This design comes from an exercise in tuning for small area, a short achievable clock period and few clock cycles per item on the open sky130 flow, not from production work. In this exercise RTL edits were held to simulation tests only and were not proved equivalent to the original.

`design/flow/constraint.sdc`:
```
create_clock -name core_clock -period 11.0 [get_ports {Clock_50_I}]
set_input_delay 2.2000 -clock core_clock [delete_from_list [all_inputs] [get_ports {Clock_50_I}]]
set_output_delay 2.2000 -clock core_clock [all_outputs]
set_load 0.01 [all_outputs]
```
`design/flow/run.sh`:
```
#!/bin/bash
# synth_recipe.tcl (not shown) runs the flow's synth.tcl, then flattens the netlist and writes it again
# the make line also repeats each setting of config.mk as NAME=value (left out here)
make -C /OpenROAD-flow-scripts/flow DESIGN_CONFIG=/design/flow/config.mk WORK_HOME=/design/flow/orfs CLKGATE_MAP_FILE= SYNTH_SCRIPT=/design/flow/synth_recipe.tcl finish
```
`design/flow/config.mk`:
```
export PLATFORM = sky130hd
export DESIGN_NAME = yuvToRgbTop
export DESIGN_NICKNAME = yuvToRgbTop
export VERILOG_FILES = /design/flow/design.v
export SDC_FILE = /design/flow/constraint.sdc
export NUM_CORES = 4
export LEC_CHECK = 0
export CAP_MARGIN = 20
export CORE_MARGIN = 2
export CORE_UTILIZATION = 40
export SLEW_MARGIN = 20
```
`design/flow/design.v`:
```
`default_nettype none
package yuvRgbPkg;
  typedef logic [7:0] sample_t;
  typedef logic [8:0] lineLen_t;
  typedef logic [7:0] pairIdx_t;
  typedef logic signed [31:0] acc_t;
  typedef struct packed {
    sample_t yEven;
    sample_t yOdd;
    sample_t u;
    sample_t v;
  } yuvPair_t;
  typedef struct packed {
    sample_t       yEven;
    sample_t       yOdd;
    sample_t [5:0] uTap;
    sample_t [5:0] vTap;
    logic          lastInLine;
  } chromaWin_t;
  typedef struct packed {
    sample_t yEven;
    sample_t yOdd;
    sample_t uEven;
    sample_t vEven;
    sample_t uOdd;
    sample_t vOdd;
    logic    lastInLine;
  } yuv444Pair_t;
  typedef struct packed {
    sample_t rEven;
    sample_t gEven;
    sample_t bEven;
    sample_t rOdd;
    sample_t gOdd;
    sample_t bOdd;
    logic    lastInLine;
  } rgbPair_t;
endpackage
`default_nettype wire
`timescale 1ns/1ps
`default_nettype none
module lineConfig (
  input  wire                       Clock_50_I,
  input  wire                       Resetn,
  input  wire                       cfgWrite,
  input  wire yuvRgbPkg::lineLen_t  cfgData,
  input  wire                       lineBoundary,
  output yuvRgbPkg::lineLen_t       lineLength,
  output logic                      cfgError
);
  yuvRgbPkg::lineLen_t pendLen;
  logic pendValid;
  logic inRange;
  assign inRange = (cfgData >= 4) && (cfgData <= 256);
  always_ff @(posedge Clock_50_I or negedge Resetn) begin
    if (!Resetn) begin
      lineLength <= yuvRgbPkg::lineLen_t'(160);
      pendValid  <= 1'b0;
      cfgError   <= 1'b0;
    end else begin
      if (lineBoundary && pendValid) begin
        lineLength <= pendLen;
        pendValid  <= 1'b0;
      end
      if (cfgWrite) begin
        if (inRange) begin
          pendValid <= 1'b1;
        end else begin
          cfgError <= 1'b1;
        end
      end
    end
  end
  always_ff @(posedge Clock_50_I) begin
    if (cfgWrite && inRange) begin
      pendLen <= cfgData;
    end
  end
endmodule
`default_nettype wire
`timescale 1ns/1ps
`default_nettype none
module chromaWindow (
  input  wire                       Clock_50_I,
  input  wire                       Resetn,
  input  wire yuvRgbPkg::yuvPair_t  inPair,
  input  wire                       inValid,
  input  wire yuvRgbPkg::lineLen_t  lineLength,
  input  wire                       winReady,
  output logic                      inReady,
  output yuvRgbPkg::chromaWin_t     win,
  output logic                      winValid,
  output logic                      lineBoundary
);
  typedef enum logic [1:0] {
    ST_STREAM,
    ST_FLUSH3,
    ST_FLUSH2,
    ST_FLUSH1
  } winState_e;
  winState_e state;
  yuvRgbPkg::pairIdx_t pairCnt;
  logic readyEn;
  logic inAccept;
  logic winTake;
  logic isLast;
  logic lastWin;
  yuvRgbPkg::sample_t [3:0] yEvenDly;
  yuvRgbPkg::sample_t [3:0] yOddDly;
  yuvRgbPkg::sample_t [5:0] uTap;
  yuvRgbPkg::sample_t [5:0] vTap;
  assign inReady  = readyEn && (state == ST_STREAM) && (!winValid || winReady);
  assign inAccept = inValid && inReady;
  assign winTake  = winValid && winReady;
  assign isLast   = ({1'b0, pairCnt} == lineLength - 9'd1);
  assign lineBoundary = inAccept ? isLast : (pairCnt == '0);
  always_ff @(posedge Clock_50_I or negedge Resetn) begin
    if (!Resetn) begin
      readyEn  <= 1'b0;
      state    <= ST_STREAM;
      pairCnt  <= '0;
      winValid <= 1'b0;
    end else begin
      readyEn <= 1'b1;
      if (inAccept) begin
        pairCnt  <= isLast ? '0 : pairCnt + 8'd1;
        winValid <= (pairCnt >= 8'd3);
        if (isLast) begin
          state <= ST_FLUSH3;
        end
      end else if (winTake) begin
        case (state)
          ST_FLUSH3: state <= ST_FLUSH2;
          ST_FLUSH2: state <= ST_FLUSH1;
          ST_FLUSH1: state <= ST_STREAM;
          default:   winValid <= 1'b0;
        endcase
      end
    end
  end
  always_ff @(posedge Clock_50_I) begin
    if (inAccept) begin
      yEvenDly <= {inPair.yEven, yEvenDly[3:1]};
      yOddDly  <= {inPair.yOdd, yOddDly[3:1]};
      lastWin  <= 1'b0;
      if (pairCnt == '0) begin
        uTap <= {6{inPair.u}};
        vTap <= {6{inPair.v}};
      end else begin
        uTap <= {inPair.u, uTap[5:1]};
        vTap <= {inPair.v, vTap[5:1]};
      end
    end else if (winTake && (state != ST_STREAM)) begin
      yEvenDly <= {yEvenDly[3], yEvenDly[3:1]};
      yOddDly  <= {yOddDly[3], yOddDly[3:1]};
      uTap     <= {uTap[5], uTap[5:1]};
      vTap     <= {vTap[5], vTap[5:1]};
      lastWin  <= (state == ST_FLUSH1);
    end
  end
  always_comb begin
    win.yEven      = yEvenDly[0];
    win.yOdd       = yOddDly[0];
    win.uTap       = uTap;
    win.vTap       = vTap;
    win.lastInLine = lastWin;
  end
endmodule
`default_nettype wire
`timescale 1ns/1ps
`default_nettype none
module chromaInterp (
  input  wire                         Clock_50_I,
  input  wire                         Resetn,
  input  wire yuvRgbPkg::chromaWin_t  win,
  input  wire                         winValid,
  input  wire                         yuvReady,
  output logic                        winReady,
  output yuvRgbPkg::yuv444Pair_t      yuv,
  output logic                        yuvValid
);
  function automatic yuvRgbPkg::sample_t oddChroma(input yuvRgbPkg::sample_t [5:0] t);
    yuvRgbPkg::acc_t outer;
    yuvRgbPkg::acc_t inner;
    yuvRgbPkg::acc_t centre;
    yuvRgbPkg::acc_t sum;
    outer  = t[0] + t[5];
    inner  = t[1] + t[4];
    centre = t[2] + t[3];
    sum = 21 * outer - 52 * inner + 159 * centre + 128;
    sum = sum >>> 8;
    if (sum < 0) begin
      oddChroma = 8'h00;
    end else if (sum > 255) begin
      oddChroma = 8'hff;
    end else begin
      oddChroma = sum[7:0];
    end
  endfunction
  assign winReady = !yuvValid || yuvReady;
  always_ff @(posedge Clock_50_I or negedge Resetn) begin
    if (!Resetn) begin
      yuvValid <= 1'b0;
    end else if (winReady) begin
      yuvValid <= winValid;
    end
  end
  always_ff @(posedge Clock_50_I) begin
    if (winValid && winReady) begin
      yuv.yEven      <= win.yEven;
      yuv.yOdd       <= win.yOdd;
      yuv.uEven      <= win.uTap[2];
      yuv.vEven      <= win.vTap[2];
      yuv.uOdd       <= oddChroma(win.uTap);
      yuv.vOdd       <= oddChroma(win.vTap);
      yuv.lastInLine <= win.lastInLine;
    end
  end
endmodule
`default_nettype wire
`timescale 1ns/1ps
`default_nettype none
module colorConvert (
  input  wire                          Clock_50_I,
  input  wire                          Resetn,
  input  wire yuvRgbPkg::yuv444Pair_t  yuv,
  input  wire                          yuvValid,
  input  wire                          rgbReady,
  output logic                         yuvReady,
  output yuvRgbPkg::rgbPair_t          rgbPair,
  output logic                         rgbValid
);
  logic [23:0] rgbEven;
  logic [23:0] rgbOdd;
  function automatic yuvRgbPkg::sample_t clipShift(input yuvRgbPkg::acc_t x);
    yuvRgbPkg::acc_t s;
    s = x >>> 16;
    if (s < 0) begin
      clipShift = 8'h00;
    end else if (s > 255) begin
      clipShift = 8'hff;
    end else begin
      clipShift = s[7:0];
    end
  endfunction
  function automatic logic [23:0] pixelRgb(input yuvRgbPkg::sample_t y, u, v);
    yuvRgbPkg::acc_t yTerm;
    yuvRgbPkg::acc_t uOff;
    yuvRgbPkg::acc_t vOff;
    yTerm = 76284 * ($signed({1'b0, y}) - 16);
    uOff  = $signed({1'b0, u}) - 128;
    vOff  = $signed({1'b0, v}) - 128;
    pixelRgb = {clipShift(yTerm + 104595 * vOff),
                clipShift(yTerm - 25624 * uOff - 53281 * vOff),
                clipShift(yTerm + 132251 * uOff)};
  endfunction
  assign rgbEven  = pixelRgb(yuv.yEven, yuv.uEven, yuv.vEven);
  assign rgbOdd   = pixelRgb(yuv.yOdd, yuv.uOdd, yuv.vOdd);
  assign yuvReady = !rgbValid || rgbReady;
  always_ff @(posedge Clock_50_I or negedge Resetn) begin
    if (!Resetn) begin
      rgbValid <= 1'b0;
    end else if (yuvReady) begin
      rgbValid <= yuvValid;
    end
  end
  always_ff @(posedge Clock_50_I) begin
    if (yuvValid && yuvReady) begin
      rgbPair <= {rgbEven, rgbOdd, yuv.lastInLine};
    end
  end
endmodule
`default_nettype wire
`timescale 1ns/1ps
`default_nettype none
module yuvToRgbTop (
  input  wire                       Clock_50_I,
  input  wire                       Resetn,
  input  wire [31:0]                inPair,
  input  wire                       inValid,
  input  wire                       rgbReady,
  input  wire                       cfgWrite,
  input  wire [8:0]                 cfgData,
  output logic                      inReady,
  output logic [48:0]               rgbPair,
  output logic                      rgbValid,
  output logic [8:0]                lineLength,
  output logic                      cfgError
);
  logic lineBoundary;
  yuvRgbPkg::chromaWin_t win;
  logic winValid;
  logic winReady;
  yuvRgbPkg::yuv444Pair_t yuv;
  logic yuvValid;
  logic yuvReady;
  lineConfig u_lineConfig (
    .Clock_50_I   (Clock_50_I),
    .Resetn       (Resetn),
    .cfgWrite     (cfgWrite),
    .cfgData      (cfgData),
    .lineBoundary (lineBoundary),
    .lineLength   (lineLength),
    .cfgError     (cfgError)
  );
  chromaWindow u_chromaWindow (
    .Clock_50_I   (Clock_50_I),
    .Resetn       (Resetn),
    .inPair       (inPair),
    .inValid      (inValid),
    .lineLength   (lineLength),
    .winReady     (winReady),
    .inReady      (inReady),
    .win          (win),
    .winValid     (winValid),
    .lineBoundary (lineBoundary)
  );
  chromaInterp u_chromaInterp (
    .Clock_50_I (Clock_50_I),
    .Resetn     (Resetn),
    .win        (win),
    .winValid   (winValid),
    .yuvReady   (yuvReady),
    .winReady   (winReady),
    .yuv        (yuv),
    .yuvValid   (yuvValid)
  );
  colorConvert u_colorConvert (
    .Clock_50_I (Clock_50_I),
    .Resetn     (Resetn),
    .yuv        (yuv),
    .yuvValid   (yuvValid),
    .rgbReady   (rgbReady),
    .yuvReady   (yuvReady),
    .rgbPair    (rgbPair),
    .rgbValid   (rgbValid)
  );
endmodule
`default_nettype wire
```
==> flow_metrics.py <==
metrics = {
    "routing": {
        "first_pass_iters": 5,
        "drcViolationCount": 0,
        "vias": 31900,
        "wirelength_mm": 105,
        "drtIter0Drc": 1343,
        "ant_nets": 0,
        "vias_per_cell": 5.00,
        "post_drt_wl_per_cell_um": 16.4,
    },
    "setup_path": {
        "crit_start": "u_chromaInterp.yuv[37]",
        "slowest_delay_ns": 0.65,
        "cp_max_fo": 5,
        "crit_family": "adder cells",
        "required_ns": 11.31,
        "r2r-start": "u_chromaInterp.yuv[37]",
        "crit_path_start_kind": "register",
        "cp-end-kind": "register",
        "criticalPathCategory": "reg2reg",
        "cp-endpoint": "u_colorConvert.rgbPair[13]",
        "reg2regPathDepth": 38,
        "cp.arrival_ns": 10.55,
        "crit_buf_inv": 10,
        "cp_num_cells": 38,
        "cpMostUsedCell": "inv_1",
        "crit_slowest_cell": "nor4_1",
        "r2r-end": "u_colorConvert.rgbPair[13]",
        "reg2reg_setup_slack_ns": 0.77,
    },
    "timing": {
        "finalMaxSlewViolations": 0,
        "setup_viol": 0,
        "fmax_ghz": 0.0977,
        "timing.final.crit_share_pct": 93.0,
        "tightest_slew_ns": 1.00,
        "setup_ws_ns": 0.767,
        "hold_viol_final": 0,
        "slew_headroom_pct": 33.1,
        "period_minus_slack_ns": 10.23,
        "skew_ns": 0.0244,
    },
    "cts": {
        "tritoncts": "yes",
        "clockRootBuffer": "clkbuf_16",
        "cts_buffers": 37,
        "cts_buffer_depth": 3,
        "clkTransAtPathRegs_ns": 0.06,
        "insertion_delay_ns": 0.61,
        "h-tree-depth": 2,
        "cts.sinks": 293,
        "cts_hold_buf": 0,
    },
    "placement": {
        "place_inst": 6315,
        "hpwl_mm": 90.0,
        "place.gp.congestion": 0.930,
        "io_buffers": 106,
        "post-place-ws_ns": 0.537,
    },
    "worst_hold_path": {
        "hp-class": "reg2reg",
        "hold_start": "u_chromaWindow.yOddDly[11]",
    },
    "yosys": {
        "synth_fa_ha_area_share_pct": 51.6,
        "ys_seq_area_share_pct": 18.2,
        "synth_compound_area_share_pct": 10.3,
        "synth_top_area_share_pct": 31.6,
        "syn-num-nets": 6395,
        "synthCells": 4668,
        "synth_top_family_by_area": "adder cells",
        "synth-async-reset-ratio_pct": 8.53,
        "synth-xor-area-share_pct": 4.47,
        "yosys.area.top_type": "ha_1",
        "synthMuxAreaShare_pct": 0.338,
        "synthDistinctLibCells": 95,
        "synth.area.top_cells": "ha_1, fa_1, edfxtp_1, inv_1, xnor2_1",
        "yosysWarnings": 4,
        "ys.flop_type": "edfxtp_1",
        "synth-edff-count": 267,
        "postSynthAreaPerCell_um2": 10.2,
        "yosys_register_bits": 293,
        "syn_area_um2": 47700,
        "synthSimpleGateAreaFrac_pct": 6.17,
    },
    "die": {
        "fp.dieW_um": 349,
        "core_um2": 118000,
        "die_h_um": 349,
        "top_level_ports": 107,
        "initial_utilization_pct": 40.4,
        "rows": 126,
        "dieArea_um2": 122000,
    },
    "finish": {
        "fin_nets": 6545,
        "final_core_util_pct": 44.1,
        "fin_cells": 6383,
        "n_fill_cell": 11300,
        "area_growth_pct": 9.17,
        "drive_above_1_share_pct": 2.99,
    },
    "global_route": {
        "grt_pass1_wl_mm": 172,
        "antenna_found_initial": 6,
        "grt_overflow": 0,
        "grt_util_all_layers_pct": 17.7,
        "grt_max_degree": 81,
        "grt_pass1_vias": 33000,
    },
    "status": {
        "status": "no timing/DRC/antenna violations",
    },
    "flow_run": {
        "drv_cap": 0,
    },
}
-- stage by stage --
stage / cell area [um^2] / hold slack, ns / TNS [ns]
floorplan: 47700 / 0.400 / 0
global placement: 50800 / 0.401 / 0
detailed placement: 50800 / 0.405 / 0
CTS: 52100 / 0.418 / 0
global route: 52100 / 0.423 / -0.00122
finish: 52100 / 0.417 / 0
-- cell type report --
| class | instances | area (um^2) | area share, % |
|---|---|---|---|
| inverters | 1118 | 4200 | 8.06 |
| repair buffers | 134 | 1270 | 2.44 |
| flip-flops and latches | 293 | 8670 | 16.6 |
| clock buffers | 46 | 1010 | 1.94 |
| well taps | 1536 | 1920 | 3.69 |
| multi-input cells | 3234 | 34800 | 66.8 |
| diodes | 2 | 5.00 | 0.00961 |
| clock inverters | 20 | 228 | 0.437 |
-- routing by layer --
metal	vias to the layer above	track usage, %	part of all wire [%]
met3	115	2.54	3.9
li1	15900	-	-
met1	15400	24.3	48
met5	-	0	0
met4	0	4.50	2.4
met2	453	29.2	45
-- registers in the layout, indices dropped and copies added, names as in the netlist, 2 cells and up --
name                     flops
u_chromaWindow.state         2
u_lineConfig.lineLength      9
u_chromaWindow.uTap         48
u_chromaWindow.pairCnt       8
u_chromaWindow.yOddDly      32
u_lineConfig.pendLen         9
u_colorConvert.rgbPair      49
u_chromaInterp.yuv          49
u_chromaWindow.yEvenDly     32
u_chromaWindow.vTap         48
-- Yosys cell counts (75+ instances only) --
master,count
nor2_1,136
nand2_1,96
a21o_1,165
inv_1,1116
o21a_1,75
edfxtp_1,267
fa_1,476
xnor2_1,154
o21ai_0,98
ha_1,1205
a21oi_1,197
xor2_1,80
-- what timing repair did --
| item | 4_1_cts | 5_1_grt |
|---|---|---|
| endpoints found under the setup margin | 0 | 8 |
| buffers inserted | 0 | 0 |
| gates resized for setup | 0 | 1 |
-- how the worst min path moves through the flow --
stage | endpoint | slack (ns) | depth (start not counted)
3_5_place_dp | u_chromaInterp.yuv[33] | 0.40 | 0
3_3_place_gp | u_chromaWindow.yOddDly[7] | 0.40 | 0
5_1_grt | u_chromaWindow.yOddDly[1] | 0.42 | 0
2_1_floorplan | u_chromaInterp.yuv[33] | 0.40 | 0
4_1_cts | u_chromaWindow.yEvenDly[5] | 0.42 | 0
6_report | u_chromaWindow.yOddDly[3] | 0.42 | 0
-- layout by cell type, fill, tap and decap left out, types with 6 or more instances in the layout --
master and n:
fa_1 476, and3_1 37, or3_1 16, a21oi_1 197
xor2_1 80, o21ai_0 97, mux2i_1 6, clkbuf_16 38
o211ai_1 15, a21o_1 165, dfrtp_1 23, nand3b_1 6
edfxtp_1 267, nand2b_1 37, o21a_1 75, o31ai_1 14
clkdlybuf4s50_1 106, or4_1 9, a211oi_1 15, nand2_1 96
nor2b_1 33, nor3_1 51, xnor2_1 154, a2111oi_0 8
buf_4 28, mux2_2 9, inv_1 1114, nor3b_1 10
nor2_1 136, a31oi_1 20, nand4_1 18, o21ai_1 12
and2_1 27, or2_2 13, o21bai_1 41, nand3_1 34
ha_1 1205, nor4_1 15
-- cell families after synthesis --
group / Yosys count
other: 1
flip-flops: 293
adder cells (fa/ha/maj): 1681
AND/OR/NAND/NOR: 563
multiplexers: 15
XOR/XNOR: 238
AO/OA/AOI/OAI: 736
buffers and inverters: 1141
Testbench counts, summed over its fixed seeds: cycles 4,092, items 3,972.

-- static timing again, ports no longer ideal --
How much do the figures lean on ideal ports? The routed layout below was timed once more, with nothing changed but the port constraints.
Step 1, drivers: a clkbuf_16 drives Clock_50_I and a buf_2 each remaining input, both assumed.
Step 2 moves the port delays by t, midway between the first and last clock arrival at a register: inputs arrive t later, outputs are due t later. That takes back most of the time a late clock gives input paths.
Slacks: no drivers / after step 1 / after step 2; pairs: no drivers / after step 1.
t, ns: 0.668
setup slack, ns: 0.767 / 0.767 / 0.767
worst slew at a driven data input, ns: 0.09
After both steps setup and hold are still met in this run. The setup slack of this run moves by 0.000 ns with the drivers and by 0.000 ns with both steps.
